This design comes from an exercise in tuning for small area and a short achievable clock period on the open sky130 flow, not from production work.
RTL that was checked went through simulation tests only; none was proved equivalent to the original.
Function not checked in runs 1 and 2: the RTL went through the layout flow alone.
The flow treats the clock pin as an ideal source, which a real chip does not have.
Power and IR drop assume default switching activity.

File: flow/config.mk
export PLATFORM = sky130hd
export DESIGN_NAME = nic_control
export DESIGN_NICKNAME = nic_control
export VERILOG_FILES = /design/flow/design.v
export SDC_FILE = /design/flow/constraint.sdc
export NUM_CORES = 4
export LEC_CHECK = 0
export CAP_MARGIN = 20
export CORE_MARGIN = 2
export CORE_UTILIZATION = 55
export PLACE_DENSITY = 0.7
export SETUP_SLACK_MARGIN = 2.8
export SLEW_MARGIN = 20
export TNS_END_PERCENT = 5
export BUFFER_PORTS_ARGS = -buffer_cell sky130_fd_sc_hd__buf_2
export PRE_CTS_TCL = /design/flow/flow/pre_cts.tcl
export DONT_USE_CELLS = sky130_fd_sc_hd__or4_1 sky130_fd_sc_hd__or4_2 sky130_fd_sc_hd__or4_4 sky130_fd_sc_hd__or4b_1 sky130_fd_sc_hd__or4b_2 sky130_fd_sc_hd__or4b_4 sky130_fd_sc_hd__or4bb_1 sky130_fd_sc_hd__or4bb_2 sky130_fd_sc_hd__or4bb_4 sky130_fd_sc_hd__nor4_1 sky130_fd_sc_hd__nor4_2 sky130_fd_sc_hd__nor4_4 sky130_fd_sc_hd__nor4b_1 sky130_fd_sc_hd__nor4b_2 sky130_fd_sc_hd__nor4b_4 sky130_fd_sc_hd__nor4bb_1 sky130_fd_sc_hd__nor4bb_2 sky130_fd_sc_hd__nor4bb_4 sky130_fd_sc_hd__or3_1 sky130_fd_sc_hd__or3_2 sky130_fd_sc_hd__or3_4 sky130_fd_sc_hd__or3b_1 sky130_fd_sc_hd__or3b_2 sky130_fd_sc_hd__or3b_4
File: flow/constraint.sdc
create_clock -name core_clock -period 5.0 [get_ports {clk}]
set_input_delay 1.0000 -clock core_clock [delete_from_list [all_inputs] [get_ports {clk}]]
set_output_delay 1.0000 -clock core_clock [all_outputs]
set_load 0.01 [all_outputs]
File: flow/design.v
`timescale 1ns/10ps
package nic_reg_pkg;
    typedef logic [32-1:0]  reg_word_t;
    typedef logic [8-1:0] reg_idx_t;
    typedef enum logic [8-1:0] {
        REG_STATUS         = 8'd0,
        REG_ERRORS         = 8'd1,
        REG_GOOD_H         = 8'd2,
        REG_GOOD_L         = 8'd3,
        REG_BAD_H          = 8'd4,
        REG_BAD_L          = 8'd5,
        REG_PCI_BASE_H     = 8'd6,
        REG_PCI_BASE_L     = 8'd7,
        REG_PCI_SIZE_H     = 8'd8,
        REG_PCI_SIZE_L     = 8'd9,
        REG_RESET          = 8'd10,
        REG_CLEAR_COUNTERS = 8'd11,
        REG_PACKET_COUNT_H = 8'd32,
        REG_PACKET_COUNT_L = 8'd33,
        REG_LOOPBACK       = 8'd34,
        REG_PAUSE_PCI      = 8'd35
    } reg_index_e;
    typedef enum logic [1:0] {
        OKAY   = 2'd0,
        SLVERR = 2'd2,
        DECERR = 2'd3
    } reg_resp_e;
    typedef struct packed {
        logic      write;
        reg_idx_t  write_index;
        reg_word_t write_data;
        logic      read;
        reg_idx_t  read_index;
    } reg_req_t;
    typedef struct packed {
        logic      write_done;
        reg_resp_e write_resp;
        logic      read_valid;
        reg_word_t read_data;
        reg_resp_e read_resp;
    } reg_rsp_t;
    typedef struct packed {
        logic [64-1:0] pci_base;
        logic [64-1:0] pci_size;
        logic [64-1:0] packet_count;
        logic                   loopback;
    } ctrl_config_t;
endpackage
`timescale 1ns/10ps
package nic_status_pkg;
    typedef struct packed {
        logic good;
        logic bad;
        logic range_err;
    } packet_events_t;
    typedef struct packed {
        logic [32-1:0] tdata;
        logic                        tvalid;
        logic                        tready;
    } seq_beat_t;
    typedef struct packed {
        logic seq_error;
        logic overflow_1;
        logic overflow_0;
        logic pci_range_err;
    } error_flags_t;
    typedef struct packed {
        logic [64-1:0] good_packets;
        logic [64-1:0] bad_packets;
    } status_counters_t;
endpackage
`timescale 1ns/10ps
module nic_control (
    input  logic                          clk,
    input  logic                          resetn,
    input  logic                          req_write,
    input  logic [8-1:0]   req_write_index,
    input  logic [32-1:0]    req_write_data,
    input  logic                          req_read,
    input  logic [8-1:0]   req_read_index,
    output logic                          rsp_write_done,
    output logic [1:0]                    rsp_write_resp,
    output logic                          rsp_read_valid,
    output logic [32-1:0]    rsp_read_data,
    output logic [1:0]                    rsp_read_resp,
    input  logic                          ev_good,
    input  logic                          ev_bad,
    input  logic                          ev_range_err,
    input  logic [32-1:0]   seq_tdata,
    input  logic                          seq_tvalid,
    input  logic                          seq_tready,
    input  logic                          overflow_0,
    input  logic                          overflow_1,
    input  logic                          hbm_cattrip,
    input  logic                          pcs_aligned,
    input  logic                          generator_idle,
    output logic [64-1:0]        cfg_pci_base,
    output logic [64-1:0]        cfg_pci_size,
    output logic [64-1:0]        cfg_packet_count,
    output logic                          cfg_loopback,
    output logic                          gen_packets,
    output logic                          pause_pci,
    output logic                          resetn_out
);
    logic [31:0] wd;
    assign wd = req_write_data;
    logic w_good_h, w_good_l, w_bad_h, w_bad_l;
    logic w_base_h, w_base_l, w_size_h, w_size_l;
    logic w_reset, w_clear, w_cnt_h, w_cnt_l, w_loop, w_pause;
    logic w_ok;
    assign w_good_h = req_write && req_write_index == 8'd2;
    assign w_good_l = req_write && req_write_index == 8'd3;
    assign w_bad_h  = req_write && req_write_index == 8'd4;
    assign w_bad_l  = req_write && req_write_index == 8'd5;
    assign w_base_h = req_write && req_write_index == 8'd6;
    assign w_base_l = req_write && req_write_index == 8'd7;
    assign w_size_h = req_write && req_write_index == 8'd8;
    assign w_size_l = req_write && req_write_index == 8'd9;
    assign w_reset  = req_write && req_write_index == 8'd10;
    assign w_clear  = req_write && req_write_index == 8'd11;
    assign w_cnt_h  = req_write && req_write_index == 8'd32;
    assign w_cnt_l  = req_write && req_write_index == 8'd33;
    assign w_loop   = req_write && req_write_index == 8'd34;
    assign w_pause  = req_write && req_write_index == 8'd35;
    assign w_ok = (req_write_index >= 8'd2 && req_write_index <= 8'd11) ||
                  (req_write_index >= 8'd32 && req_write_index <= 8'd35);
    logic write_err, read_err;
    always_ff @(posedge clk) begin
        rsp_write_done <= resetn && req_write;
        rsp_read_valid <= resetn && req_read;
        gen_packets    <= resetn && w_cnt_l;
        write_err      <= !w_ok;
    end
    assign rsp_write_resp = {write_err, write_err};
    assign rsp_read_resp  = {read_err, read_err};
    logic [31:0] wdr;        
    logic        wdr_one;    
    assign wdr     = resetn ? wd : 32'd0;
    assign wdr_one = !resetn || wd[0];
    always_ff @(posedge clk) begin
        if (!resetn) begin
            cfg_pci_base     <= 64'h0000_0001_0000_0000;
            cfg_pci_size     <= 64'h0000_0001_0000_0000;
            cfg_packet_count <= '0;
            cfg_loopback     <= 1'b0;
        end else begin
            if (w_base_h) cfg_pci_base[63:32]     <= wd;
            if (w_base_l) cfg_pci_base[31:0]      <= wd;
            if (w_size_h) cfg_pci_size[63:32]     <= wd;
            if (w_size_l) cfg_pci_size[31:0]      <= wd;
            if (w_cnt_h)  cfg_packet_count[63:32] <= wd;
            if (w_cnt_l)  cfg_packet_count[31:0]  <= wd;
            if (w_loop)   cfg_loopback            <= wd[0];
        end
    end
    localparam logic [9:0] RST_IDLE  = 10'h001;
    localparam logic [9:0] RST_START = 10'h20c;
    logic [9:0] reset_lfsr;
    logic       reset_active;
    logic       clear, seq_reset;
    assign reset_active = (reset_lfsr != RST_IDLE);
    always_ff @(posedge clk) begin
        if (!resetn) begin
            reset_lfsr <= RST_IDLE;
        end else if (w_reset) begin
            reset_lfsr <= RST_START;
        end else if (reset_active) begin
            reset_lfsr <= {reset_lfsr[8:0], reset_lfsr[9] ^ reset_lfsr[6]};
        end
        resetn_out <= resetn && !reset_active;
        clear     <= !resetn || reset_active || w_clear;
        seq_reset <= !resetn || reset_active;
    end
    logic [31:0] pause_count;
    logic [31:0] pause_borrow;
    nic_prefix_and #(.W(32)) pause_borrow_i (.x(~pause_count), .c(pause_borrow));
    always_ff @(posedge clk) begin
        if (w_pause || !resetn) begin
            pause_count <= wdr;
            pause_pci   <= |wdr;
        end else begin
            pause_count <= pause_count ^ (pause_borrow & {32{pause_pci}});
            pause_pci   <= pause_pci && |pause_count[31:1];
        end
    end
    logic [63:0] good, bad;
    logic        pci_range_err, seq_error;
    logic [31:0] seq_expect;
    logic [31:0] tdata_carry;
    logic        beat, seq_bad;
    nic_prefix_and #(.W(32)) tdata_carry_i (.x(seq_tdata), .c(tdata_carry));
    logic [31:0] wdc;
    logic        wdc_lo_ones, wdc_hi_ones;
    assign wdc         = clear ? 32'd0 : wd;
    assign wdc_lo_ones = &wdc[15:0];
    assign wdc_hi_ones = &wdc[31:16];
    logic [1:0][63:0] cnt;
    logic [1:0][2:0]  seg_full;
    logic [1:0]       ev, w_h, w_l, ld_h, ld_l, inc;
    logic [1:0][3:0]  seg_cin;
    logic [1:0][63:0] cnt_carry;
    assign ev  = {ev_bad, ev_good};
    assign w_h = {w_bad_h, w_good_h};
    assign w_l = {w_bad_l, w_good_l};
    assign good = cnt[0];
    assign bad  = cnt[1];
    for (genvar c = 0; c < 2; c++) begin : g_cnt
        assign ld_h[c] = clear || w_h[c];
        assign ld_l[c] = clear || w_l[c];
        assign inc[c]  = ev[c] && !w_h[c] && !w_l[c];
        assign seg_cin[c][0] = inc[c];
        for (genvar k = 1; k < 4; k++) begin : g_cin
            assign seg_cin[c][k] = inc[c] && &seg_full[c][k-1:0];
        end
        for (genvar i = 0; i < 64; i++) begin : g_bit
            if (i % 16 == 0) begin : g_first
                assign cnt_carry[c][i] = seg_cin[c][i/16];
            end else begin : g_rest
                assign cnt_carry[c][i] = seg_cin[c][i/16] && &cnt[c][i-1:(i/16)*16];
            end
        end
    end
    always_ff @(posedge clk) begin
        for (int c = 0; c < 2; c++) begin
            cnt[c][63:32] <= ld_h[c] ? wdc : cnt[c][63:32] ^ cnt_carry[c][63:32];
            cnt[c][31:0]  <= ld_l[c] ? wdc : cnt[c][31:0]  ^ cnt_carry[c][31:0];
            seg_full[c][0] <= ld_l[c] ? wdc_lo_ones :
                              seg_cin[c][0] ? (cnt[c][15:0] == 16'hfffe) : seg_full[c][0];
            seg_full[c][1] <= ld_l[c] ? wdc_hi_ones :
                              seg_cin[c][1] ? (cnt[c][31:16] == 16'hfffe) : seg_full[c][1];
            seg_full[c][2] <= ld_h[c] ? wdc_lo_ones :
                              seg_cin[c][2] ? (cnt[c][47:32] == 16'hfffe) : seg_full[c][2];
        end
    end
    always_ff @(posedge clk) begin
        if (clear) begin
            pci_range_err <= 1'b0;
        end else if (ev_range_err) begin
            pci_range_err <= 1'b1;
        end
    end
    assign beat    = seq_tvalid && seq_tready;
    assign seq_bad = (seq_tdata != '0) && (seq_tdata != seq_expect);
    always_ff @(posedge clk) begin
        if (clear) begin
            seq_error <= 1'b0;
        end else if (beat && seq_bad) begin
            seq_error <= 1'b1;
        end
    end
    always_ff @(posedge clk) begin
        if (seq_reset) begin
            seq_expect <= 32'd1;
        end else if (beat) begin
            seq_expect <= seq_tdata ^ tdata_carry;
        end
    end
    logic [31:0] rd_word;
    logic        rd_err;
    logic [15:0] rsel;
    logic        rlo, rhi;
    assign rlo = req_read_index[7:4] == 4'd0;
    assign rhi = req_read_index[7:2] == 6'd8;
    for (genvar k = 0; k < 12; k++) begin : g_rs
        assign rsel[k] = rlo && req_read_index[3:0] == k;
    end
    for (genvar k = 0; k < 4; k++) begin : g_rh
        assign rsel[12+k] = rhi && req_read_index[1:0] == k;
    end
    assign rd_err  = !(rlo && req_read_index[3:0] <= 4'd10) && !rhi;
    assign rd_word = ({32{rsel[0]}}  & {30'd0, !hbm_cattrip, pcs_aligned})
                   | ({32{rsel[1]}}  & {28'd0, seq_error, overflow_1, overflow_0, pci_range_err})
                   | ({32{rsel[2]}}  & good[63:32])
                   | ({32{rsel[3]}}  & good[31:0])
                   | ({32{rsel[4]}}  & bad[63:32])
                   | ({32{rsel[5]}}  & bad[31:0])
                   | ({32{rsel[6]}}  & cfg_pci_base[63:32])
                   | ({32{rsel[7]}}  & cfg_pci_base[31:0])
                   | ({32{rsel[8]}}  & cfg_pci_size[63:32])
                   | ({32{rsel[9]}}  & cfg_pci_size[31:0])
                   | ({32{rsel[10]}} & {31'd0, reset_active})
                   | ({32{rsel[13]}} & {31'd0, !generator_idle})
                   | ({32{rsel[14]}} & {31'd0, cfg_loopback})
                   | ({32{rsel[15]}} & pause_count);
    always_ff @(posedge clk) begin
        rsp_read_data <= rd_word;
        read_err      <= rd_err;
    end
endmodule
module nic_prefix_and #(
    parameter int W = 32
) (
    input  logic [W-1:0] x,
    output logic [W-1:0] c
);
    assign c[0] = 1'b1;
    for (genvar i = 1; i < W; i++) begin : g_c
        assign c[i] = &x[i-1:0];
    end
endmodule
File: flow/flow/run.sh
#!/bin/bash
set -euo pipefail
cd "$(dirname "$0")/.."
FLOWDIR=$(pwd)/flow
cat >> config.mk <<EOC
export BUFFER_PORTS_ARGS = -buffer_cell sky130_fd_sc_hd__buf_2
export PRE_CTS_TCL = $FLOWDIR/pre_cts.tcl
export DONT_USE_CELLS = $(cat $FLOWDIR/slow_cells.txt)
EOC
bash standard.sh > flow_standard.log 2>&1
File: flow/flow/pre_cts.tcl
# Wrap clock_tree_synthesis: after the tree is built, remove its root buffer so that the
# clock port drives the first-level buffers directly.
proc my_remove_clock_root {} {
  set block [ord::get_db_block]
  foreach inst [$block getInsts] {
    set name [$inst getName]
    if {![string match "clkbuf_0_*" $name]} { continue }
    set in_net [[$inst findITerm A] getNet]
    set out_net [[$inst findITerm X] getNet]
    set sinks {}
    foreach it [$out_net getITerms] {
      if {[$it getInst] != $inst} { lappend sinks $it }
    }
    if {[llength $sinks] > 4} {
      puts "keeping clock root $name: it drives [llength $sinks] pins"
      continue
    }
    puts "removing clock root $name driving [llength $sinks] pins"
    foreach it $sinks { $it disconnect }
    [$inst findITerm A] disconnect
    [$inst findITerm X] disconnect
    odb::dbInst_destroy $inst
    foreach it $sinks { $it connect $in_net }
    odb::dbNet_destroy $out_net
  }
}

rename clock_tree_synthesis my_orig_clock_tree_synthesis
proc clock_tree_synthesis {args} {
  my_orig_clock_tree_synthesis {*}$args
  my_remove_clock_root
}
File: flow/flow/slow_cells.txt
sky130_fd_sc_hd__or4_1 sky130_fd_sc_hd__or4_2 sky130_fd_sc_hd__or4_4 sky130_fd_sc_hd__or4b_1 sky130_fd_sc_hd__or4b_2 sky130_fd_sc_hd__or4b_4 sky130_fd_sc_hd__or4bb_1 sky130_fd_sc_hd__or4bb_2 sky130_fd_sc_hd__or4bb_4 sky130_fd_sc_hd__nor4_1 sky130_fd_sc_hd__nor4_2 sky130_fd_sc_hd__nor4_4 sky130_fd_sc_hd__nor4b_1 sky130_fd_sc_hd__nor4b_2 sky130_fd_sc_hd__nor4b_4 sky130_fd_sc_hd__nor4bb_1 sky130_fd_sc_hd__nor4bb_2 sky130_fd_sc_hd__nor4bb_4 sky130_fd_sc_hd__or3_1 sky130_fd_sc_hd__or3_2 sky130_fd_sc_hd__or3_4 sky130_fd_sc_hd__or3b_1 sky130_fd_sc_hd__or3b_2 sky130_fd_sc_hd__or3b_4
File: flow/standard.sh
#!/bin/bash
# synth_recipe.tcl (not shown) runs the flow's synth.tcl, then flattens the netlist and writes it again
# the make line also repeats each setting of config.mk as NAME=value (left out here)
make -C /OpenROAD-flow-scripts/flow DESIGN_CONFIG=/design/flow/config.mk WORK_HOME=/design/flow/orfs CLKGATE_MAP_FILE= SYNTH_SCRIPT=/design/flow/synth_recipe.tcl "${@:-finish}"
==> impl_metrics.py, run 1 <==
metrics = {
    "outcome": {
        "status": "timing/DRC/antenna clean",
    },
    "worst_setup_path": {
        "critical_path_class": "in -> reg",
        "r2r-end": "seg_full[0]",
        "rrSetupSlack_ns": 2.82,
        "crit_end": "rsp_read_data[8]",
        "crit_fanout": 31,
        "cp.arrival_ns": 2.64,
        "critPathLaunch": "req_read_index[5]",
        "rr_worst_depth": 6,
        "cp_slowest_stage_delay_ns": 0.35,
        "crit_slowest_cell": "and3_2",
        "cp-start-kind": "input pin",
        "cp.required_ns": 5.33,
        "crit_path_cell_trace": "buf_2 -> nor3_2 -> and3_2 -> and3_1 -> buf_6 -> a22oi_1 -> nand3_1",
        "r2r_start": "clear",
        "cp_top_family": "simple AND/OR/NAND/NOR gates",
        "cp_num_buf_inv": 2,
        "cp.depth": 7,
        "crit_path_end_kind": "flop",
    },
    "detailed_routing": {
        "drt_iter0_drc": 2359,
        "viasPerCell": 6.336,
        "routed_wirelength_mm": 79.22,
        "firstDrtPassIters": 5,
        "drc": 0,
        "routedWlPerCell_um": 24.13,
        "route.vias.total": 20800,
        "ant_nets": 0,
    },
    "logic_synthesis": {
        "synth_ff_type": "dfxtp_1",
        "yosysSeqAreaShare_pct": 41.39,
        "synthArstFlopShare_pct": 0,
        "syn-num-nets": 2581,
        "ys_ff_latch": 444,
        "netlist_top_cells_area": "dfxtp_1 41%, mux2i_1 6.5%, nor2_1 6.3%",
        "synth_top_area_share_pct": 40.56,
        "synth_edf_count": 6,
        "postSynthAreaPerCell_um2": 8.746,
        "syn_area_um2": 21620,
        "ys.warnings.count": 1,
        "synth_cell_types": 78,
        "syn_inst": 2472,
        "synth_largest_area_cell": "dfxtp_1",
    },
    "timing": {
        "final.setup.tns_ns": 0,
        "worst_pin_slew_ns": 1.045,
        "timing.hold.ws_ns": 0.4650,
        "clock.fmax_mhz": 433.7,
        "post-route-min-period_ns": 2.306,
        "slew_headroom_pct": 30.33,
        "finClkSkew_ns": 0.01348,
        "slew_violations": 0,
        "hold_viol_final": 0,
        "fin_ws_ns": 2.694,
        "finalCritPeriodShare_pct": 46.12,
        "setup_violations": 0,
        "rsz0062_at_grt": "true",
    },
    "cells_and_area": {
        "final_core_util_pct": 67.11,
        "nNetsFinal": 2837,
        "fillCellCount": 3188,
        "fin_cells": 3283,
        "multi_input_area_um2": 12190,
        "drive_gt1_share_pct": 22.72,
        "synthToLayoutAreaGrowth_pct": 20.24,
        "seq_area_um2": 8954,
    },
    "die": {
        "die_h_um": 202.3,
        "die_w_um": 202.3,
        "dieArea_um2": 40910,
        "num_rows": 72,
        "ios": 328,
        "initial_utilization_pct": 55.81,
        "coreArea_um2": 38740,
    },
    "placed_design": {
        "gp_congestion": 0.9830,
        "place_hpwl_mm": 52.29,
        "dp_slack_ns": 1.652,
        "dp.cells": 3133,
        "port_buffers": 327,
    },
    "grt": {
        "grt_usage_pct": 36.91,
        "antenna_found_initial": 3,
        "grt_pass1_wl_mm": 117.0,
        "grt_max_degree": 132,
        "overflow": 0,
        "grt_pass1_vias": 19293,
    },
    "hold_path": {
        "hold_class": "reg -> reg",
    },
    "power": {
        "cellPowerDensity_nw_per_um2": 309.2,
        "power.leakage_nw": 10.94,
        "worst_ir_drop_vdd_mv": 0.2520,
    },
    "clock_tree": {
        "cts_sinks": 444,
        "tritoncts": "built",
        "postCtsHoldBufs": 0,
        "clkTransAtPathRegs_ns": 0.06,
        "cts_buffers": 47,
        "clk_latency_ns": 0.40,
    },
    "run": {
        "max_cap_violations": 0,
    },
}
-- worst min-delay path, cell delays in order (launching register included) --
cell and delay (ns):
dfxtp_1 0.31, nand2_1 0.05, a21oi_1 0.05
-- through the flow --
step	power (W)	cell area (µm²)
finish	0.008039	26000
global route	0.008245	26000
CTS	0.008003	25590
detailed placement	0.004468	23390
global placement	0.004457	23390
floorplan	0.004210	21830
-- layer usage --
layer / part of all wire, % / wire [µm] / track usage [%]
met2: 45 / 35610 / 57.72
met5: 0.035 / 28 / 0
met3: 9.4 / 7458 / 6.063
met4: 6.5 / 5158 / 22.11
met1: 39 / 30960 / 48.07
-- sequential cells by signal, summed over array words and instances (netlist names), 6 cells and up --
register,flops
cfg_pci_base,64
pause_count,32
cfg_pci_size,64
reset_lfsr,10
rsp_read_data,32
cfg_packet_count,64
seq_expect,32
seg_full,6
cnt,128
-- where the power goes --
part,switching (W),internal (W)
Combinational,0.000499,0.000224
Clock,0.00144,0.00212
Sequential,0.000123,0.00363
-- worst min-delay path by stage --
stage / cells after the start / slack (ns) / from / to
floorplan: 2 / 0.43 / reset_lfsr[0] / reset_lfsr[1]
global placement: 1 / 0.45 / reset_lfsr[2] / reset_lfsr[3]
detailed placement: 1 / 0.46 / reset_lfsr[2] / reset_lfsr[3]
CTS: 2 / 0.47 / seq_expect[2] / seq_expect[2]
global route: 1 / 0.49 / reset_lfsr[7] / reset_lfsr[8]
finish: 2 / 0.47 / seq_expect[2] / seq_expect[2]
-- cell type report --
type / count / area share (%)
clock inverters: 16 / 0.7364
repair buffers: 410 / 9.731
diodes: 1 / 0.009626
multi-input cells: 1804 / 46.90
well taps: 518 / 2.493
inverters: 22 / 0.3658
clock buffers: 68 / 5.323
flip-flops and latches: 444 / 34.44
-- synthesized netlist by cell type (7+ instances only) --
library cell and n:
nand3_1 88, a31oi_1 14, o21a_1 7, dfxtp_1 438
buf_2 46, nor3_1 47, nor3_2 10, a22o_1 7
mux2i_1 141, ha_1 15, inv_1 21, and2_1 32
xnor2_1 78, xor2_1 88, buf_4 15, a211oi_1 135
nor2_1 365, a311oi_1 7, o31ai_1 7, a22oi_1 86
mux4_2 27, nand2b_1 7, buf_1 10, nand4b_1 15
and3_1 43, nand4_1 81, nand2_1 231, nand3b_1 9
o21ai_0 22, a21oi_1 91, o21ai_1 18, and4_1 26
clkbuf_1 138
-- layout by cell type (no fill, tap or decap), types with 10 or more instances in the layout --
cell type	instances
a211oi_1	135
a21oi_1	91
a22oi_1	86
a31oi_1	12
and2_1	27
and3_1	33
and4_1	25
buf_12	14
buf_2	326
buf_4	54
buf_6	10
clkbuf_16	47
clkbuf_8	15
dfxtp_1	436
ha_1	10
inv_1	18
mux2i_1	140
mux4_2	27
nand2_1	224
nand3_1	84
nand4_1	81
nand4b_1	15
nor2_1	362
nor3_1	41
nor3_2	12
o21ai_0	22
o21ai_1	18
xnor2_1	78
xor2_1	88
-- timing repair --
item / in CTS / in global routing
gates resized for setup: 51 / 47
endpoints found under the setup margin: 415 / 413
pin swaps: 14 / 8
endpoints found under the hold margin: 0 / 0
cloned: 8 / 3
setup buffers: 30 / 24
-- logic make-up (layout without fill, tap and decap cells) --
group / after synthesis / count (layout) / synth area share, %
AOI/OAI and AO/OA: 448 / 449 / 14.58
xor gates and xnor gates: 166 / 166 / 6.725
adders and majority gates: 15 / 15 / 0.8681
buffers and inverters: 232 / 516 / 4.589
DFF: 444 / 444 / 41.39
muxes: 171 / 171 / 9.496
other: 0 / 1 / 0
and+or+nand+nor: 996 / 1003 / 22.35
==> inputs of run 2 (changes only) <==
--- a/flow/design.v
+++ b/flow/design.v
@@ -138,20 +138,13 @@
     assign wdr     = resetn ? wd : 32'd0;
     assign wdr_one = !resetn || wd[0];
     always_ff @(posedge clk) begin
-        if (!resetn) begin
-            cfg_pci_base     <= 64'h0000_0001_0000_0000;
-            cfg_pci_size     <= 64'h0000_0001_0000_0000;
-            cfg_packet_count <= '0;
-            cfg_loopback     <= 1'b0;
-        end else begin
-            if (w_base_h) cfg_pci_base[63:32]     <= wd;
-            if (w_base_l) cfg_pci_base[31:0]      <= wd;
-            if (w_size_h) cfg_pci_size[63:32]     <= wd;
-            if (w_size_l) cfg_pci_size[31:0]      <= wd;
-            if (w_cnt_h)  cfg_packet_count[63:32] <= wd;
-            if (w_cnt_l)  cfg_packet_count[31:0]  <= wd;
-            if (w_loop)   cfg_loopback            <= wd[0];
-        end
+        if (w_base_h || !resetn) cfg_pci_base[63:32]     <= {wdr[31:1], wdr_one};
+        if (w_base_l || !resetn) cfg_pci_base[31:0]      <= wdr;
+        if (w_size_h || !resetn) cfg_pci_size[63:32]     <= {wdr[31:1], wdr_one};
+        if (w_size_l || !resetn) cfg_pci_size[31:0]      <= wdr;
+        if (w_cnt_h  || !resetn) cfg_packet_count[63:32] <= wdr;
+        if (w_cnt_l  || !resetn) cfg_packet_count[31:0]  <= wdr;
+        if (w_loop   || !resetn) cfg_loopback            <= wdr[0];
     end
     localparam logic [9:0] RST_IDLE  = 10'h001;
     localparam logic [9:0] RST_START = 10'h20c;
@@ -249,10 +242,8 @@
         end
     end
     always_ff @(posedge clk) begin
-        if (seq_reset) begin
-            seq_expect <= 32'd1;
-        end else if (beat) begin
-            seq_expect <= seq_tdata ^ tdata_carry;
+        if (beat || seq_reset) begin
+            seq_expect <= seq_reset ? 32'd1 : seq_tdata ^ tdata_carry;
         end
     end
     logic [31:0] rd_word;
==> flow/flow/run.sh (replaced) <==
#!/bin/bash
set -euo pipefail
cd "$(dirname "$0")/.."
FLOWDIR=$(pwd)/flow
cat >> config.mk <<EOC
export BUFFER_PORTS_ARGS = -buffer_cell sky130_fd_sc_hd__buf_1
export PRE_CTS_TCL = $FLOWDIR/pre_cts.tcl
export DONT_USE_CELLS = $(cat $FLOWDIR/slow_cells.txt)
EOC
bash standard.sh > flow_standard.log 2>&1
--- a/flow/config.mk
+++ b/flow/config.mk
@@ -8,10 +8,12 @@
 export CAP_MARGIN = 20
 export CORE_MARGIN = 2
 export CORE_UTILIZATION = 55
+export CTS_CLUSTER_DIAMETER = 60
+export CTS_CLUSTER_SIZE = 20
 export PLACE_DENSITY = 0.7
 export SETUP_SLACK_MARGIN = 2.8
 export SLEW_MARGIN = 20
 export TNS_END_PERCENT = 5
-export BUFFER_PORTS_ARGS = -buffer_cell sky130_fd_sc_hd__buf_2
+export BUFFER_PORTS_ARGS = -buffer_cell sky130_fd_sc_hd__buf_1
 export PRE_CTS_TCL = /design/flow/flow/pre_cts.tcl
 export DONT_USE_CELLS = sky130_fd_sc_hd__or4_1 sky130_fd_sc_hd__or4_2 sky130_fd_sc_hd__or4_4 sky130_fd_sc_hd__or4b_1 sky130_fd_sc_hd__or4b_2 sky130_fd_sc_hd__or4b_4 sky130_fd_sc_hd__or4bb_1 sky130_fd_sc_hd__or4bb_2 sky130_fd_sc_hd__or4bb_4 sky130_fd_sc_hd__nor4_1 sky130_fd_sc_hd__nor4_2 sky130_fd_sc_hd__nor4_4 sky130_fd_sc_hd__nor4b_1 sky130_fd_sc_hd__nor4b_2 sky130_fd_sc_hd__nor4b_4 sky130_fd_sc_hd__nor4bb_1 sky130_fd_sc_hd__nor4bb_2 sky130_fd_sc_hd__nor4bb_4 sky130_fd_sc_hd__or3_1 sky130_fd_sc_hd__or3_2 sky130_fd_sc_hd__or3_4 sky130_fd_sc_hd__or3b_1 sky130_fd_sc_hd__or3b_2 sky130_fd_sc_hd__or3b_4
==> impl_metrics.py, run 2 <==
metrics = {
    "outcome": {
        "status": "timing/DRC/antenna clean",
    },
    "logic_synthesis": {
        "synth_most_common_cell": "nor2_1",
        "synth_largest_area_cell": "edfxtp_1",
        "yosysSeqAreaShare_pct": 53.27,
        "syn-num-nets": 2114,
        "ys.warnings.count": 1,
        "synth_cell_types": 68,
        "synth_common_cells": "248 x nor2_1, 231 x edfxtp_1, 213 x dfxtp_1",
        "postSynthAreaPerCell_um2": 10.49,
        "synth_top_area_share_pct": 32.99,
        "syn_inst": 2005,
        "syn_area_um2": 21030,
        "synth_ff_type": "edfxtp_1",
        "synth_edf_count": 231,
        "netlist_top_cells_area": "edfxtp_1 33%, dfxtp_1 20%, nor2_1 4.4%",
        "ys_ff_latch": 444,
        "synthArstFlopShare_pct": 0,
    },
    "grt": {
        "overflow": 0,
        "antenna_found_initial": 4,
        "grt_pass1_vias": 17348,
        "grt_pass1_wl_mm": 112.0,
        "grt_usage_pct": 38.36,
        "grt_max_degree": 64,
    },
    "cells_and_area": {
        "largest_reg_flops": 128,
        "final_common_cell": "buf_1",
        "layout_common_cells": "285 x buf_1, 236 x nor2_1, 231 x edfxtp_1",
        "fin_area_um2": 25370,
        "nNetsFinal": 2451,
        "multi_input_area_um2": 9570,
        "fillCellCount": 2958,
        "drive_gt1_share_pct": 14.10,
        "top_register": "cnt",
        "synthToLayoutAreaGrowth_pct": 20.67,
        "seq_area_um2": 11200,
        "final_core_util_pct": 67.36,
    },
    "detailed_routing": {
        "drt_iter0_drc": 2722,
        "ant_nets": 0,
        "drc": 0,
        "routedWlPerCell_um": 27.39,
        "routed_wirelength_mm": 78.88,
        "firstDrtPassIters": 7,
        "route.vias.total": 18812,
        "viasPerCell": 6.532,
    },
    "die": {
        "initial_utilization_pct": 55.82,
        "die_h_um": 199.5,
        "coreArea_um2": 37670,
        "die_w_um": 199.5,
        "dieArea_um2": 39810,
        "num_rows": 71,
        "ios": 328,
    },
    "clock_tree": {
        "cts_buffers": 37,
        "clkTransAtPathRegs_ns": 0.07,
        "clk_latency_ns": 0.37,
        "postCtsHoldBufs": 0,
        "tritoncts": "built",
        "cts_sinks": 444,
    },
    "timing": {
        "worst_pin_slew_ns": 0.9316,
        "finClkSkew_ns": 0.02017,
        "final.setup.tns_ns": 0,
        "clock.fmax_mhz": 415.0,
        "slew_violations": 0,
        "post-route-min-period_ns": 2.410,
        "slew_headroom_pct": 37.89,
        "timing.hold.ws_ns": 0.4596,
        "setup_violations": 0,
        "rsz0062_at_grt": "true",
        "hold_viol_final": 0,
        "fin_ws_ns": 2.590,
        "finalCritPeriodShare_pct": 48.19,
    },
    "run": {
        "max_cap_violations": 0,
    },
    "worst_setup_path": {
        "cp_slowest_stage_delay_ns": 0.32,
        "rr_worst_depth": 5,
        "crit_top_cell": "buf_6",
        "r2r-end": "cnt[39]",
        "cp.required_ns": 5.06,
        "cp.arrival_ns": 2.47,
        "crit_path_end_kind": "flop",
        "crit_slowest_cell": "o21ai_4",
        "r2r_start": "seg_full[0]",
        "rrSetupSlack_ns": 2.77,
        "crit_fanout": 13,
        "crit_path_cell_trace": "buf_6 -> nor3_4 -> buf_6 -> nand4b_4 -> buf_4 -> o21ai_4 -> buf_8",
        "critical_path_class": "in -> reg",
        "cp-start-kind": "input pin",
    },
    "placed_design": {
        "gp_congestion": 0.9750,
        "port_buffers": 327,
        "dp_slack_ns": 1.506,
        "place_hpwl_mm": 53.24,
        "placed_area_um2": 22640,
    },
    "power": {
        "worst_ir_drop_vdd_mv": 0.2915,
        "cellPowerDensity_nw_per_um2": 368.2,
        "power.leakage_nw": 8.876,
    },
    "hold_path": {
        "hold_depth": 2,
        "worstHoldStart": "reset_lfsr[0]",
        "hold_class": "reg -> reg",
        "hold_end": "reset_lfsr[1]",
    },
}
-- run 2: timing repair --
action | 4_1_cts | 5_1_grt
pin swaps | 20 | 30
setup endpoints to repair | 503 | 443
resized for setup | 116 | 108
buffers inserted | 34 | 28
cloned | 7 | 4
-- run 2: worst max-delay path: cells and delay by family --
kind / cells / cell delay, ns
buffers and inverters: 4 / 0.71
and+or+nand+nor: 2 / 0.42
AOI/OAI and AO/OA: 1 / 0.32
-- run 2: cell families (layout without fill, tap and decap cells) --
kind of cell | count (synthesis) | in the layout | synth area share, %
xor gates and xnor gates | 162 | 162 | 6.748
adders and majority gates | 15 | 15 | 0.8926
buffers and inverters | 170 | 531 | 3.594
AOI/OAI and AO/OA | 387 | 387 | 12.99
other | 0 | 1 | 0
and+or+nand+nor | 765 | 767 | 19.12
muxes | 62 | 62 | 3.386
DFF | 444 | 444 | 53.27
-- run 2: power by group --
part	internal, W	switching, W	leakage (nW)	total, W
sequential	0.00426	0.000405	4.01	0.00467
combinational	0.000629	0.00110	4.28	0.00173
clock	0.00151	0.00144	0.592	0.00295
total	0.00640	0.00294	8.88	0.00934
-- run 2: layer usage --
metal,GRT usage [%],routed length (µm)
met5,0,0
met4,14.84,3368
met3,11.32,11980
met2,54.41,32920
met1,55.09,30620
-- run 2: layout make-up --
cell class	count	share of cell area, %
flip-flops and latches	444	44.16
repair inverters	1	0.02959
clock buffers	41	3.792
multi-input cells	1393	37.72
well taps	511	2.520
clock inverters	23	0.9913
inverters	28	0.4439
repair buffers	438	10.33
diodes	1	0.009863
-- run 2: how the worst max path moves through the flow --
| stage | start | endpoint | slack [ns] | depth (start not counted) |
|---|---|---|---|---|
| floorplan | req_write_index[4] | cfg_pci_size[0] | 2.32 | 3 |
| CTS | req_write_index[7] | cnt[113] | 2.63 | 10 |
| global placement | req_write_index[4] | cnt[113] | 1.57 | 9 |
| finish | req_write_index[6] | cfg_pci_base[23] | 2.59 | 7 |
| detailed placement | req_write_index[4] | cnt[113] | 1.51 | 9 |
| global route | req_write_index[2] | cnt[126] | 2.55 | 9 |
-- run 2: stage by stage --
stage	std cells	total power (W)
final	2880	0.009341
after global routing	2880	0.009642
after CTS	2847	0.009220
after detailed placement	2742	0.006296
after global placement	2742	0.006255
after floorplan	2005	0.005636
==> inputs of run 3 (changes only) <==
--- a/flow/design.v
+++ b/flow/design.v
@@ -177,53 +177,29 @@
         end
     end
     logic [63:0] good, bad;
+    logic [63:0] good_carry, bad_carry;
     logic        pci_range_err, seq_error;
     logic [31:0] seq_expect;
     logic [31:0] tdata_carry;
     logic        beat, seq_bad;
     nic_prefix_and #(.W(32)) tdata_carry_i (.x(seq_tdata), .c(tdata_carry));
+    nic_prefix_and #(.W(64)) good_carry_i  (.x(good),      .c(good_carry));
+    nic_prefix_and #(.W(64)) bad_carry_i   (.x(bad),       .c(bad_carry));
     logic [31:0] wdc;
-    logic        wdc_lo_ones, wdc_hi_ones;
-    assign wdc         = clear ? 32'd0 : wd;
-    assign wdc_lo_ones = &wdc[15:0];
-    assign wdc_hi_ones = &wdc[31:16];
-    logic [1:0][63:0] cnt;
-    logic [1:0][2:0]  seg_full;
-    logic [1:0]       ev, w_h, w_l, ld_h, ld_l, inc;
-    logic [1:0][3:0]  seg_cin;
-    logic [1:0][63:0] cnt_carry;
-    assign ev  = {ev_bad, ev_good};
-    assign w_h = {w_bad_h, w_good_h};
-    assign w_l = {w_bad_l, w_good_l};
-    assign good = cnt[0];
-    assign bad  = cnt[1];
-    for (genvar c = 0; c < 2; c++) begin : g_cnt
-        assign ld_h[c] = clear || w_h[c];
-        assign ld_l[c] = clear || w_l[c];
-        assign inc[c]  = ev[c] && !w_h[c] && !w_l[c];
-        assign seg_cin[c][0] = inc[c];
-        for (genvar k = 1; k < 4; k++) begin : g_cin
-            assign seg_cin[c][k] = inc[c] && &seg_full[c][k-1:0];
-        end
-        for (genvar i = 0; i < 64; i++) begin : g_bit
-            if (i % 16 == 0) begin : g_first
-                assign cnt_carry[c][i] = seg_cin[c][i/16];
-            end else begin : g_rest
-                assign cnt_carry[c][i] = seg_cin[c][i/16] && &cnt[c][i-1:(i/16)*16];
-            end
-        end
-    end
-    always_ff @(posedge clk) begin
-        for (int c = 0; c < 2; c++) begin
-            cnt[c][63:32] <= ld_h[c] ? wdc : cnt[c][63:32] ^ cnt_carry[c][63:32];
-            cnt[c][31:0]  <= ld_l[c] ? wdc : cnt[c][31:0]  ^ cnt_carry[c][31:0];
-            seg_full[c][0] <= ld_l[c] ? wdc_lo_ones :
-                              seg_cin[c][0] ? (cnt[c][15:0] == 16'hfffe) : seg_full[c][0];
-            seg_full[c][1] <= ld_l[c] ? wdc_hi_ones :
-                              seg_cin[c][1] ? (cnt[c][31:16] == 16'hfffe) : seg_full[c][1];
-            seg_full[c][2] <= ld_h[c] ? wdc_lo_ones :
-                              seg_cin[c][2] ? (cnt[c][47:32] == 16'hfffe) : seg_full[c][2];
-        end
+    logic        ld_good_h, ld_good_l, ld_bad_h, ld_bad_l;
+    logic        inc_good, inc_bad;
+    assign wdc       = clear ? 32'd0 : wd;
+    assign ld_good_h = clear || w_good_h;
+    assign ld_good_l = clear || w_good_l;
+    assign ld_bad_h  = clear || w_bad_h;
+    assign ld_bad_l  = clear || w_bad_l;
+    assign inc_good  = ev_good && !w_good_h && !w_good_l;
+    assign inc_bad   = ev_bad && !w_bad_h && !w_bad_l;
+    always_ff @(posedge clk) begin
+        good[63:32] <= ld_good_h ? wdc : good[63:32] ^ ({32{inc_good}} & good_carry[63:32]);
+        good[31:0]  <= ld_good_l ? wdc : good[31:0]  ^ ({32{inc_good}} & good_carry[31:0]);
+        bad[63:32]  <= ld_bad_h  ? wdc : bad[63:32]  ^ ({32{inc_bad}}  & bad_carry[63:32]);
+        bad[31:0]   <= ld_bad_l  ? wdc : bad[31:0]   ^ ({32{inc_bad}}  & bad_carry[31:0]);
     end
     always_ff @(posedge clk) begin
         if (clear) begin
==> impl_metrics.py, run 3 <==
metrics = {
    "grt": {
        "grt_usage_pct": 33.87,
        "overflow": 0,
        "grt_pass1_wl_mm": 98.74,
        "grt_pass1_vias": 16146,
        "grt_max_degree": 89,
        "antenna_found_initial": 0,
    },
    "worst_setup_path": {
        "crit_end": "good[20]",
        "crit_fanout": 5,
        "cp-start-kind": "input pin",
        "crit_path_end_kind": "flop",
        "cp.arrival_ns": 2.72,
        "rrSetupSlack_ns": 2.68,
        "critical_path_class": "in -> reg",
        "cp.required_ns": 5.27,
        "rr_worst_depth": 6,
        "critPathLaunch": "req_write_index[6]",
        "r2r_start": "good[34]",
        "r2r-end": "good[63]",
    },
    "logic_synthesis": {
        "syn-num-nets": 1952,
        "syn_inst": 1849,
        "synth_common_cells": "234 x nor2_1, 225 x edfxtp_1, 213 x dfxtp_1",
        "postSynthAreaPerCell_um2": 10.91,
        "synth_most_common_cell": "nor2_1",
        "synth_cell_types": 69,
        "yosysSeqAreaShare_pct": 54.63,
        "ys.warnings.count": 1,
        "netlist_top_cells_area": "edfxtp_1 33%, dfxtp_1 21%, xnor2_1 4.6%",
        "synthArstFlopShare_pct": 0,
        "synth_largest_area_cell": "edfxtp_1",
        "syn_area_um2": 20170,
        "ys_ff_latch": 438,
        "synth_ff_type": "edfxtp_1",
        "synth_top_area_share_pct": 33.49,
        "synth_edf_count": 225,
    },
    "detailed_routing": {
        "routedWlPerCell_um": 26.14,
        "routed_wirelength_mm": 69.78,
        "drc": 0,
        "drt_iter0_drc": 2150,
        "route.vias.total": 17338,
        "firstDrtPassIters": 6,
        "viasPerCell": 6.494,
        "ant_nets": 0,
    },
    "timing": {
        "rsz0062_at_grt": "true",
        "finalCritPeriodShare_pct": 49.12,
        "timing.hold.ws_ns": 0.4698,
        "worst_pin_slew_ns": 1.149,
        "slew_headroom_pct": 23.42,
        "post-route-min-period_ns": 2.456,
        "slew_violations": 0,
        "setup_violations": 0,
        "final.setup.tns_ns": 0,
        "hold_viol_final": 0,
        "clock.fmax_mhz": 407.1,
        "finClkSkew_ns": 0.01632,
    },
    "outcome": {
        "status": "timing/DRC/antenna clean",
    },
    "clock_tree": {
        "clk_latency_ns": 0.37,
        "cts_buffers": 35,
        "cts_sinks": 438,
        "tritoncts": "built",
        "clkTransAtPathRegs_ns": 0.07,
    },
    "power": {
        "p_seq_share_pct": 50.4,
        "p_sw_share_pct": 30.67,
        "power.leakage_nw": 8.227,
        "p_int_w": 0.006340,
        "p_clk_share_pct": 31.1,
        "worst_ir_drop_vdd_mv": 0.3411,
        "p_sw_w": 0.002805,
        "cellPowerDensity_nw_per_um2": 378.2,
        "p_comb_share_pct": 18.6,
    },
    "die": {
        "num_rows": 70,
        "coreArea_um2": 36350,
        "initial_utilization_pct": 55.50,
        "die_w_um": 195.5,
        "ios": 328,
        "dieArea_um2": 38230,
        "die_h_um": 195.5,
    },
    "cells_and_area": {
        "fin_cells": 2670,
        "final_common_cell": "buf_1",
        "nNetsFinal": 2278,
        "fillCellCount": 2732,
        "final_core_util_pct": 66.53,
        "fin_area_um2": 24180,
        "layout_common_cells": "297 x buf_1, 225 x edfxtp_1, 222 x nor2_1",
        "synthToLayoutAreaGrowth_pct": 19.87,
        "drive_gt1_share_pct": 14.45,
    },
    "hold_path": {
        "hold_class": "reg -> reg",
        "hold_depth": 1,
    },
    "placed_design": {
        "gp_congestion": 0.8861,
        "placed_area_um2": 21750,
        "dp.cells": 2543,
        "port_buffers": 327,
        "place_hpwl_mm": 44.23,
    },
    "run": {
        "max_cap_violations": 0,
    },
}
-- run 3: cell types whose count changed in the layout (fill, tap and decap cells not counted), moves of 23 or more --
cell	previous run	this run
o21ai_0	57	34
mux2i_1	39	4
mux4_2	6	29
and3_1	52	26
xnor2_1	71	105
a22oi_1	25	93
-- run 3: critical path, cell delays in order --
cell and delay (ns):
buf_6 0.10, nor3_4 0.24, buf_6 0.15, a41oi_4 0.21, buf_12 0.22, buf_6 0.11
nand4_1 0.16, buf_4 0.18, nor2_4 0.03, xnor2_1 0.12, a211oi_1 0.21
-- run 3: metrics by stage --
stage / power, W / worst slack [ns]
after floorplan: 0.005634 / 2.240
after global placement: 0.006196 / 1.457
after detailed placement: 0.006239 / 1.539
after CTS: 0.009041 / 2.631
after global routing: 0.009433 / 2.526
final: 0.009146 / 2.544
-- run 3: how the worst min path moves through the flow --
stage                             start       endpoint
after floorplan               seq_error      seq_error
after global placement    pci_range_err  pci_range_err
after detailed placement  reset_lfsr[1]  reset_lfsr[2]
after CTS                 reset_lfsr[1]  reset_lfsr[2]
after global routing      reset_lfsr[3]  reset_lfsr[4]
final                     reset_lfsr[1]  reset_lfsr[2]
-- run 3: power groups by stage --
stage | clock network, W | logic [W] | registers [W]
2_1_floorplan | 0 | 0.00109 | 0.00455
3_3_place_gp | 0 | 0.00154 | 0.00466
3_5_place_dp | 0 | 0.00157 | 0.00467
4_1_cts | 0.00284 | 0.00161 | 0.00459
5_1_grt | 0.00297 | 0.00182 | 0.00464
6_report | 0.00284 | 0.00170 | 0.00461
-- run 3: logic make-up after synthesis --
logic type / count (synthesis) / synth area share, %
flops: 438 / 54.63
compound gates: 336 / 11.87
fa+ha+maj: 9 / 0.5582
buf+inv: 147 / 3.200
mux: 36 / 3.604
simple gates: 683 / 17.45
xor+xnor: 200 / 8.683
-- run 3: layout make-up --
type	count	area (µm²)	share of cell area [%]
inverter	20	75.07	0.3105
sequential	438	11020	45.59
antenna	1	2.502	0.01035
tap	468	585.6	2.422
multi-input combinational	1277	9173	37.93
clock buffer	45	975.9	4.036
clock inverter	17	175.2	0.7244
timing repair buffer	404	2170	8.972
-- run 3: routing by layer --
metal | up-vias | routed length, µm | global-route usage [%]
met3 | 222 | 8025 | 7.168
li1 | 7534 | - | -
met4 | 0 | 3485 | 12.10
met2 | 1196 | 31220 | 52.99
met5 | - | 0 | 0
met1 | 8386 | 27060 | 46.85
-- run 3: timing repair --
| action | in CTS | in global routing |
|---|---|---|
| buffers inserted | 27 | 17 |
| setup endpoints to repair | 539 | 415 |
| hold buffers | 0 | 0 |
| resized for setup | 83 | 110 |
| cloned | 8 | 12 |
| pin swaps | 21 | 48 |
==> inputs of run 4 (changes only) <==
--- a/flow/config.mk
+++ b/flow/config.mk
@@ -8,8 +8,8 @@
 export CAP_MARGIN = 20
 export CORE_MARGIN = 2
 export CORE_UTILIZATION = 55
-export CTS_CLUSTER_DIAMETER = 60
-export CTS_CLUSTER_SIZE = 20
+export CTS_CLUSTER_DIAMETER = 80
+export CTS_CLUSTER_SIZE = 25
 export PLACE_DENSITY = 0.7
 export SETUP_SLACK_MARGIN = 2.8
 export SLEW_MARGIN = 20
==> impl_metrics.py, run 4 <==
metrics = {
    "grt": {
        "overflow": 0,
        "grt_usage_pct": 33.12,
        "grt_pass1_wl_mm": 96.75,
        "antenna_found_initial": 1,
        "grt_max_degree": 89,
        "grt_pass1_vias": 15916,
    },
    "logic_synthesis": {
        "ys.warnings.count": 1,
        "syn_inst": 1849,
        "synthArstFlopShare_pct": 0,
        "synth_most_common_cell": "nor2_1",
        "ys_ff_latch": 438,
        "synth_cell_types": 69,
        "syn_area_um2": 20170,
        "synth_ff_type": "edfxtp_1",
        "synth_common_cells": "234 x nor2_1, 225 x edfxtp_1, 213 x dfxtp_1",
        "synth_edf_count": 225,
        "postSynthAreaPerCell_um2": 10.91,
        "netlist_top_cells_area": "edfxtp_1 33%, dfxtp_1 21%, xnor2_1 4.6%",
        "syn-num-nets": 1952,
        "synth_largest_area_cell": "edfxtp_1",
        "yosysSeqAreaShare_pct": 54.63,
        "synth_top_area_share_pct": 33.49,
    },
    "power": {
        "p_sw_share_pct": 31.59,
        "p_comb_share_pct": 20.2,
        "p_seq_share_pct": 54.9,
        "p_int_w": 0.005732,
        "p_clk_share_pct": 24.8,
        "cellPowerDensity_nw_per_um2": 354.3,
        "power.leakage_nw": 8.002,
        "totalPowerFinal_w": 0.008378,
        "worst_ir_drop_vdd_mv": 0.2733,
        "p_sw_w": 0.002647,
    },
    "timing": {
        "slew_violations": 0,
        "worst_pin_slew_ns": 1.142,
        "finClkSkew_ns": 0.02818,
        "clock.fmax_mhz": 431.8,
        "setup_violations": 0,
        "fin_ws_ns": 2.684,
        "hold_viol_final": 0,
        "post-route-min-period_ns": 2.316,
        "rsz0062_at_grt": "true",
        "slew_headroom_pct": 23.89,
        "final.setup.tns_ns": 0,
        "finalCritPeriodShare_pct": 46.31,
    },
    "die": {
        "initial_utilization_pct": 55.50,
        "num_rows": 70,
        "die_w_um": 195.5,
        "ios": 328,
        "dieArea_um2": 38230,
        "die_h_um": 195.5,
        "coreArea_um2": 36350,
    },
    "cells_and_area": {
        "drive_gt1_share_pct": 12.79,
        "final_common_cell": "buf_1",
        "final_core_util_pct": 65.06,
        "synthToLayoutAreaGrowth_pct": 17.22,
        "fin_area_um2": 23650,
        "layout_common_cells": "297 x buf_1, 225 x edfxtp_1, 223 x nor2_1",
        "nNetsFinal": 2268,
    },
    "placed_design": {
        "placed_area_um2": 21750,
        "dp_slack_ns": 1.539,
        "port_buffers": 327,
        "gp_congestion": 0.8861,
        "place_hpwl_mm": 44.23,
    },
    "detailed_routing": {
        "drc": 0,
        "routed_wirelength_mm": 68.73,
        "ant_nets": 0,
        "routedWlPerCell_um": 25.91,
        "firstDrtPassIters": 6,
        "route.vias.total": 17107,
        "viasPerCell": 6.448,
        "drt_iter0_drc": 2156,
    },
    "clock_tree": {
        "postCtsHoldBufs": 0,
        "clkTransAtPathRegs_ns": 0.11,
        "cts_sinks": 438,
        "tritoncts": "built",
        "clk_latency_ns": 0.44,
        "cts_buffers": 23,
    },
    "worst_setup_path": {
        "cp.required_ns": 5.35,
        "cp.arrival_ns": 2.66,
        "crit_path_end_kind": "flop",
        "critical_path_class": "reg -> reg",
        "crit_fanout": 13,
        "cp-start-kind": "flop",
    },
    "run": {
        "max_cap_violations": 0,
    },
    "outcome": {
        "status": "timing/DRC/antenna clean",
    },
    "hold_path": {
        "hold_class": "reg -> reg",
    },
}
[run 4: cell counts after synthesis]
Identical to the previous run, type by type.
[run 4: metrics by stage]
stage / hold slack (ns) / cells
final: 0.4766 / 2653
after global placement: 0.4538 / 2543
after global routing: 0.4801 / 2650
after detailed placement: 0.4657 / 2543
after CTS: 0.4773 / 2619
after floorplan: 0.4372 / 1849
[run 4: cell families (layout without fill, tap and decap cells)]
| group | Yosys count | count (layout) | share of synthesized area (%) |
|---|---|---|---|
| XOR/XNOR | 200 | 200 | 8.683 |
| buffers and inverters | 147 | 466 | 3.200 |
| other | 0 | 3 | 0 |
| adder cells (fa/ha/maj) | 9 | 9 | 0.5582 |
| AO/OA/AOI/OAI | 336 | 336 | 11.87 |
| AND/OR/NAND/NOR | 683 | 697 | 17.45 |
| flip-flops | 438 | 438 | 54.63 |
| multiplexers | 36 | 36 | 3.604 |
[run 4: worst paths after layout]
kind	from	slack, ns	endpoint	depth (start not counted)
max	bad[21]	2.68	bad[40]	6
min	reset_lfsr[3]	0.48	reset_lfsr[4]	1
min reg2reg	reset_lfsr[3]	0.48	reset_lfsr[4]	1
max reg2reg	bad[21]	2.68	bad[40]	6
[run 4: routing by layer]
metal	global-route usage [%]	vias to the layer above	routed length, µm
li1	-	7480	-
met1	46.32	8256	26810
met2	53.00	1179	31100
met3	5.458	192	7852
met4	10.60	0	2965
met5	0	-	0
[run 4: what timing repair did]
| item | CTS | global route |
|---|---|---|
| setup endpoints to repair | 415 | 387 |
| gates resized for setup | 85 | 92 |
| pin swaps | 18 | 40 |
| setup buffers | 28 | 17 |
| cloned | 7 | 14 |
[run 4: worst max-delay path, cell delays in order (launching register included)]
cell	delay, ns
dfxtp_1	0.47
and3_1	0.38
nand2_1	0.25
nor2_4	0.53
nand4_1	0.19
xor2_1	0.18
a211oi_1	0.22
[run 4: power groups by stage]
stage                     combinational (W)  sequential (W)  clock (W)
after floorplan                     0.00109         0.00455          0
after global placement              0.00154         0.00466          0
after detailed placement            0.00157         0.00467          0
after CTS                           0.00161         0.00458    0.00210
after global routing                0.00181         0.00464    0.00221
final                               0.00170         0.00460    0.00208
[run 4: cell type report]
type	count	area, µm²
Antenna cell	3	7.507
Clock buffer	32	598.1
Clock inverter	9	85.08
Fill cell	2802	12700
Inverter	20	75.07
Multi-Input combinational cell	1278	9090
Sequential cell	438	11020
Tap cell	468	585.6
Timing Repair Buffer	405	2181
==> inputs of run 5 (changes only) <==
--- a/flow/config.mk
+++ b/flow/config.mk
@@ -12,7 +12,7 @@
 export CTS_CLUSTER_SIZE = 25
 export PLACE_DENSITY = 0.7
 export SETUP_SLACK_MARGIN = 2.8
-export SLEW_MARGIN = 20
+export SLEW_MARGIN = 50
 export TNS_END_PERCENT = 5
 export BUFFER_PORTS_ARGS = -buffer_cell sky130_fd_sc_hd__buf_1
 export PRE_CTS_TCL = /design/flow/flow/pre_cts.tcl
==> impl_metrics.py, run 5 <==
metrics = {
    "outcome": {
        "status": "timing/DRC/antenna clean",
    },
    "hold_path": {
        "hold_class": "reg -> reg",
        "worstHoldStart": "reset_lfsr[4]",
    },
    "logic_synthesis": {
        "ys.warnings.count": 1,
        "synth_compound_area_share_pct": 11.87,
        "synth_xor_xnor_area_share_pct": 8.683,
        "synth_common_cells": "234 x nor2_1, 225 x edfxtp_1, 213 x dfxtp_1",
        "synth_top_area_share_pct": 33.49,
        "synth_fa_ha_area_share_pct": 0.5582,
        "postSynthAreaPerCell_um2": 10.91,
        "synth_top_family_by_area": "simple AND/OR/NAND/NOR gates",
        "ys_ff_latch": 438,
        "synthSimpleGateAreaFrac_pct": 17.45,
        "netlist_top_cells_area": "edfxtp_1 33%, dfxtp_1 21%, xnor2_1 4.6%",
        "synth_ff_type": "edfxtp_1",
        "syn_inst": 1849,
        "yosysSeqAreaShare_pct": 54.63,
        "synth_edf_count": 225,
        "synth_largest_area_cell": "edfxtp_1",
        "synth.area.mux_share_pct": 3.604,
        "syn_area_um2": 20170,
        "syn-num-nets": 1952,
        "synth_most_common_cell": "nor2_1",
        "synthArstFlopShare_pct": 0,
        "synth_cell_types": 69,
    },
    "timing": {
        "setup_violations": 0,
        "rsz0062_at_grt": "true",
        "finalCritPeriodShare_pct": 46.30,
        "final.setup.tns_ns": 0,
        "slew_violations": 0,
        "timing.hold.ws_ns": 0.4834,
        "clock.fmax_mhz": 432.0,
        "worst_pin_slew_ns": 0.6505,
        "post-route-min-period_ns": 2.315,
        "finClkSkew_ns": 0.02234,
        "hold_viol_final": 0,
        "fin_ws_ns": 2.685,
        "slew_headroom_pct": 56.63,
    },
    "power": {
        "cellPowerDensity_nw_per_um2": 358.7,
        "p_seq_share_pct": 53.9,
        "p_int_w": 0.005798,
        "p_sw_w": 0.002613,
        "p_clk_share_pct": 25.4,
        "worst_ir_drop_vdd_mv": 0.3327,
        "p_comb_share_pct": 20.6,
        "p_sw_share_pct": 31.07,
        "power.leakage_nw": 7.879,
    },
    "clock_tree": {
        "cts_buffers": 23,
        "tritoncts": "built",
        "clkTransAtPathRegs_ns": 0.10,
        "cts_sinks": 438,
        "clk_latency_ns": 0.44,
    },
    "worst_setup_path": {
        "crit_fanout": 9,
        "crit_path_end_kind": "flop",
        "cp.required_ns": 5.29,
        "rrSetupSlack_ns": 2.70,
        "cp.arrival_ns": 2.61,
        "critPathLaunch": "req_write_index[4]",
        "critical_path_class": "in -> reg",
        "r2r_start": "good[33]",
        "cp-start-kind": "input pin",
    },
    "die": {
        "initial_utilization_pct": 55.50,
        "dieArea_um2": 38230,
        "ios": 328,
        "num_rows": 70,
        "coreArea_um2": 36350,
        "die_w_um": 195.5,
        "die_h_um": 195.5,
    },
    "detailed_routing": {
        "routedWlPerCell_um": 25.30,
        "route.vias.total": 16856,
        "viasPerCell": 6.404,
        "routed_wirelength_mm": 66.60,
        "firstDrtPassIters": 6,
        "ant_nets": 0,
        "drt_iter0_drc": 1930,
        "drc": 0,
    },
    "cells_and_area": {
        "final_core_util_pct": 64.51,
        "layout_common_cells": "301 x buf_1, 226 x nor2_1, 225 x edfxtp_1",
        "fillCellCount": 2847,
        "nNetsFinal": 2251,
        "fin_cells": 2632,
        "synthToLayoutAreaGrowth_pct": 16.23,
        "final_common_cell": "buf_1",
        "drive_gt1_share_pct": 11.88,
        "diodes": 0,
    },
    "placed_design": {
        "dp_slack_ns": 1.605,
        "gp_congestion": 0.8861,
        "place_hpwl_mm": 44.76,
        "dp.cells": 2548,
        "port_buffers": 327,
    },
    "grt": {
        "grt_max_degree": 65,
        "grt_pass1_wl_mm": 96.28,
        "grt_usage_pct": 33.01,
        "antenna_found_initial": 2,
        "grt_pass1_vias": 15895,
        "overflow": 0,
    },
    "run": {
        "max_cap_violations": 0,
    },
}
==> run 5: cell counts after synthesis <==
No cell type changed its count.
==> run 5: stage by stage <==
step                      instance area [µm²]  power, W
after detailed placement                21850  0.006271
after CTS                               22990  0.008353
after global placement                  21740  0.006196
after global routing                    23450  0.008708
after floorplan                         20290  0.005634
final                                   23450  0.008411
==> run 5: power groups by stage <==
stage	sequential [W]	combinational, W	clock (W)
2_1_floorplan	0.00455	0.00109	0
3_3_place_gp	0.00466	0.00154	0
6_report	0.00454	0.00173	0.00214
4_1_cts	0.00453	0.00170	0.00213
3_5_place_dp	0.00461	0.00166	0
5_1_grt	0.00458	0.00187	0.00226
==> run 5: repair_timing <==
item                                   in CTS  in global routing
cloned                                      6                  7
endpoints found under the hold margin       0                  0
hold buffers                                0                  0
gates resized for setup                    74                 65
pin swaps                                  15                 25
setup endpoints to repair                 425                382
buffers inserted                           21                  8
==> run 5: cell type report <==
| class | instances | area [µm²] | area share (%) |
|---|---|---|---|
| Clock buffer | 31 | 605.6 | 2.583 |
| Inverter | 20 | 75.07 | 0.3202 |
| Tap cell | 468 | 585.6 | 2.497 |
| Clock inverter | 9 | 98.84 | 0.4216 |
| Sequential cell | 438 | 11020 | 47.02 |
| Multi-Input combinational cell | 1273 | 8999 | 38.38 |
| Timing Repair Buffer | 393 | 2058 | 8.778 |
==> run 5: cell families after synthesis <==
| logic type | Yosys count |
|---|---|
| multiplexers | 36 |
| flip-flops | 438 |
| AO/OA/AOI/OAI | 336 |
| buffers and inverters | 147 |
| adder cells (fa/ha/maj) | 9 |
| AND/OR/NAND/NOR | 683 |
| XOR/XNOR | 200 |
==> run 5: path summary, 6_finish.rpt <==
path	endpoint	cells past startpoint
worst max-delay path	good[6]	10
worst min-delay path	reset_lfsr[5]	1
worst max register to register	good[63]	6
worst min register to register	reset_lfsr[5]	1
==> run 5: routing by layer <==
| metal | part of all wire [%] | track usage [%] | wire [µm] | up-vias |
|---|---|---|---|---|
| li1 | - | - | - | 7437 |
| met1 | 40 | 45.17 | 26410 | 8221 |
| met2 | 46 | 52.22 | 30500 | 1008 |
| met3 | 10 | 6.839 | 6989 | 186 |
| met4 | 4.0 | 12.04 | 2666 | 4 |
| met5 | 0.035 | 0 | 23 | - |
==> run 5: worst max-delay path: stages <==
cell      delay, ns
buf_6          0.09
nor3_4         0.33
buf_6          0.16
a41oi_4        0.12
buf_12         0.19
buf_6          0.14
and4_1         0.20
nand2_1        0.08
xor2_1         0.20
a211oi_2       0.10
==> inputs of run 6 (changes only) <==
--- a/flow/config.mk
+++ b/flow/config.mk
@@ -5,14 +5,14 @@
 export SDC_FILE = /design/flow/constraint.sdc
 export NUM_CORES = 4
 export LEC_CHECK = 0
-export CAP_MARGIN = 20
+export CAP_MARGIN = 50
 export CORE_MARGIN = 2
 export CORE_UTILIZATION = 55
 export CTS_CLUSTER_DIAMETER = 80
 export CTS_CLUSTER_SIZE = 25
 export PLACE_DENSITY = 0.7
 export SETUP_SLACK_MARGIN = 2.8
-export SLEW_MARGIN = 50
+export SLEW_MARGIN = 85
 export TNS_END_PERCENT = 5
 export BUFFER_PORTS_ARGS = -buffer_cell sky130_fd_sc_hd__buf_1
 export PRE_CTS_TCL = /design/flow/flow/pre_cts.tcl
==> impl_metrics.py, run 6 <==
metrics = {
    "detailed_routing": {
        "ant_nets": 0,
        "route.vias.total": 17991,
        "routedWlPerCell_um": 24.48,
        "viasPerCell": 6.333,
        "drt_iter0_drc": 1987,
        "drc": 0,
        "firstDrtPassIters": 5,
        "routed_wirelength_mm": 69.54,
    },
    "worst_setup_path": {
        "cp_slowest_stage_delay_ns": 0.21,
        "crit_path_end_kind": "flop",
        "cp-start-kind": "input pin",
        "rr_worst_depth": 10,
        "rrSetupSlack_ns": 2.61,
        "crit_top_cell": "buf_6",
        "crit_path_cell_trace": "buf_6 -> nor3_4 -> buf_6 -> and2_4 -> nand3b_1 -> buf_6 -> buf_6 -> o21ai_4 -> buf_6 -> buf_6 -> buf_6 -> buf_6 -> buf_6",
        "cp.arrival_ns": 2.72,
        "cp.required_ns": 5.17,
        "critical_path_class": "in -> reg",
        "crit_fanout": 4,
        "r2r-end": "bad[60]",
        "crit_slowest_cell": "nor3_4",
        "r2r_start": "bad[33]",
    },
    "power": {
        "cellPowerDensity_nw_per_um2": 338.7,
        "p_sw_w": 0.002872,
        "power.leakage_nw": 9.517,
        "worst_ir_drop_vdd_mv": 0.2783,
        "p_clk_share_pct": 25.2,
        "p_seq_share_pct": 51.0,
        "p_int_w": 0.006077,
        "p_comb_share_pct": 23.8,
        "totalPowerFinal_w": 0.008950,
        "p_sw_share_pct": 32.09,
    },
    "hold_path": {
        "worstHoldStart": "reset_lfsr[4]",
        "hold_class": "reg -> reg",
        "hold_depth": 1,
        "hold_end": "reset_lfsr[5]",
    },
    "die": {
        "ios": 328,
        "coreArea_um2": 36350,
        "die_w_um": 195.5,
        "die_h_um": 195.5,
        "initial_utilization_pct": 55.50,
        "dieArea_um2": 38230,
        "num_rows": 70,
    },
    "logic_synthesis": {
        "syn-num-nets": 1952,
        "yosysSeqAreaShare_pct": 54.63,
        "syn_area_um2": 20170,
        "synth_edf_count": 225,
        "netlist_top_cells_area": "edfxtp_1 33%, dfxtp_1 21%, xnor2_1 4.6%",
        "synth_largest_area_cell": "edfxtp_1",
        "synth_common_cells": "234 x nor2_1, 225 x edfxtp_1, 213 x dfxtp_1",
        "ys_ff_latch": 438,
        "synth_cell_types": 69,
        "postSynthAreaPerCell_um2": 10.91,
        "synthArstFlopShare_pct": 0,
        "synth_ff_type": "edfxtp_1",
        "synth_top_area_share_pct": 33.49,
        "ys.warnings.count": 1,
        "synth_most_common_cell": "nor2_1",
        "syn_inst": 1849,
    },
    "clock_tree": {
        "clkTransAtPathRegs_ns": 0.10,
        "tritoncts": "built",
        "clk_latency_ns": 0.45,
        "cts_buffers": 25,
        "cts_sinks": 438,
    },
    "grt": {
        "grt_pass1_wl_mm": 100.9,
        "overflow": 0,
        "grt_pass1_vias": 17153,
        "grt_max_degree": 27,
        "grt_usage_pct": 34.37,
        "antenna_found_initial": 2,
    },
    "placed_design": {
        "gp_congestion": 0.8861,
        "port_buffers": 327,
        "placed_area_um2": 23900,
        "place_hpwl_mm": 49.71,
    },
    "cells_and_area": {
        "layout_common_cells": "257 x buf_1, 225 x edfxtp_1, 213 x nor2_1",
        "final_common_cell": "buf_1",
        "fin_area_um2": 26420,
        "fillCellCount": 2421,
        "nNetsFinal": 2455,
        "drive_gt1_share_pct": 28.72,
        "final_core_util_pct": 72.69,
        "synthToLayoutAreaGrowth_pct": 30.97,
    },
    "timing": {
        "hold_viol_final": 0,
        "post-route-min-period_ns": 2.550,
        "slew_headroom_pct": 82.52,
        "setup_violations": 0,
        "slew_violations": 0,
        "clock.fmax_mhz": 392.1,
        "finClkSkew_ns": 0.02457,
        "rsz0062_at_grt": "true",
        "timing.hold.ws_ns": 0.4853,
        "final.setup.tns_ns": 0,
        "finalCritPeriodShare_pct": 51.00,
        "worst_pin_slew_ns": 0.2595,
    },
    "outcome": {
        "status": "timing/DRC/antenna clean",
    },
    "run": {
        "max_cap_violations": 0,
    },
}
==> run 6: cell counts after synthesis <==
No cell type changed its count.
==> run 6: worst max path at each step <==
stage / from / to / cells past startpoint
after floorplan: seq_tdata[0] / seq_expect[31] / 9
after global routing: req_write_index[6] / good[34] / 14
after global placement: req_read_index[5] / rsp_read_data[19] / 7
after detailed placement: req_write_data[5] / pause_pci / 15
final: req_write_index[6] / cfg_pci_size[52] / 13
after CTS: req_write_index[7] / cfg_pci_size[52] / 13
==> run 6: cell type report <==
cell class	instances	area [µm²]	area share, %
clock buffers	33	634.4	2.401
well taps	468	585.6	2.216
inverters	20	75.07	0.2841
multi-input cells	1264	9692	36.68
flip-flops and latches	438	11100	42.00
clock inverters	12	151.4	0.5730
repair buffers	604	4182	15.83
diodes	2	5.005	0.01894
==> run 6: per-layer routing <==
| layer | global-route usage (%) | part of all wire [%] | up-vias |
|---|---|---|---|
| li1 | - | - | 7838 |
| met3 | 5.354 | 10 | 244 |
| met4 | 13.80 | 5.0 | 2 |
| met5 | 0 | 0.019 | - |
| met1 | 47.11 | 39 | 8745 |
| met2 | 55.04 | 46 | 1162 |
==> run 6: kinds of logic after synthesis <==
group	Yosys count	share of synthesized area [%]
muxes	36	3.604
AOI/OAI and AO/OA	336	11.87
DFF	438	54.63
buffers and inverters	147	3.200
and+or+nand+nor	683	17.45
xor gates and xnor gates	200	8.683
adders and majority gates	9	0.5582
==> run 6: repair_timing <==
item | CTS | global route
endpoints found under the setup margin | 297 | 314
buffers inserted | 42 | 23
gates cloned | 3 | 2
pin swaps | 19 | 38
resized for setup | 211 | 101
hold buffers | 0 | 0
==> run 6: power by group through the flow <==
stage                     Combinational (W)  Clock (W)  Sequential [W]
after floorplan                     0.00109          0         0.00455
after global placement              0.00154          0         0.00466
after detailed placement            0.00195          0         0.00460
after CTS                           0.00200    0.00227         0.00452
after global routing                0.00227    0.00237         0.00460
final                               0.00213    0.00225         0.00456
==> run 6: stage by stage <==
step	cells	setup WS, ns
final	2841	2.450
after global placement	2543	1.457
after detailed placement	2716	-2.151
after floorplan	1849	2.240
after CTS	2806	2.486
after global routing	2840	2.402
==> run 6: critical path: cells and delay by family <==
family / cells / cell delay (ns)
AO/OA/AOI/OAI: 1 / 0.14
buffers and inverters: 9 / 1.07
AND/OR/NAND/NOR: 3 / 0.51

[re-timing with driven ports]
In the flow no input, the clock included, has a driving cell. The finished layouts below were timed again as built, in two steps.
Step 1 assumes that a clkbuf_16 drives the clock port and a buf_2 every other input.
Step 2 also shifts input and output timing later by t, the mid clock arrival at the registers, as if the neighbouring blocks saw the same clock.
Slacks: ideal ports / drivers / drivers and shift; pairs: ideal ports / drivers.
run	t (ns)	slack for setup (ns)
run 1	0.516	2.694 / 2.791 / 2.275
run 2	0.473	2.590 / 2.665 / 2.193
run 3	0.465	2.544 / 2.618 / 2.153
run 4	0.498	2.684 / 2.684 / 2.229
run 5	0.496	2.685 / 2.697 / 2.220
run 6	0.508	2.450 / 2.364 / 1.856
After both steps setup and hold are still met in every run listed.
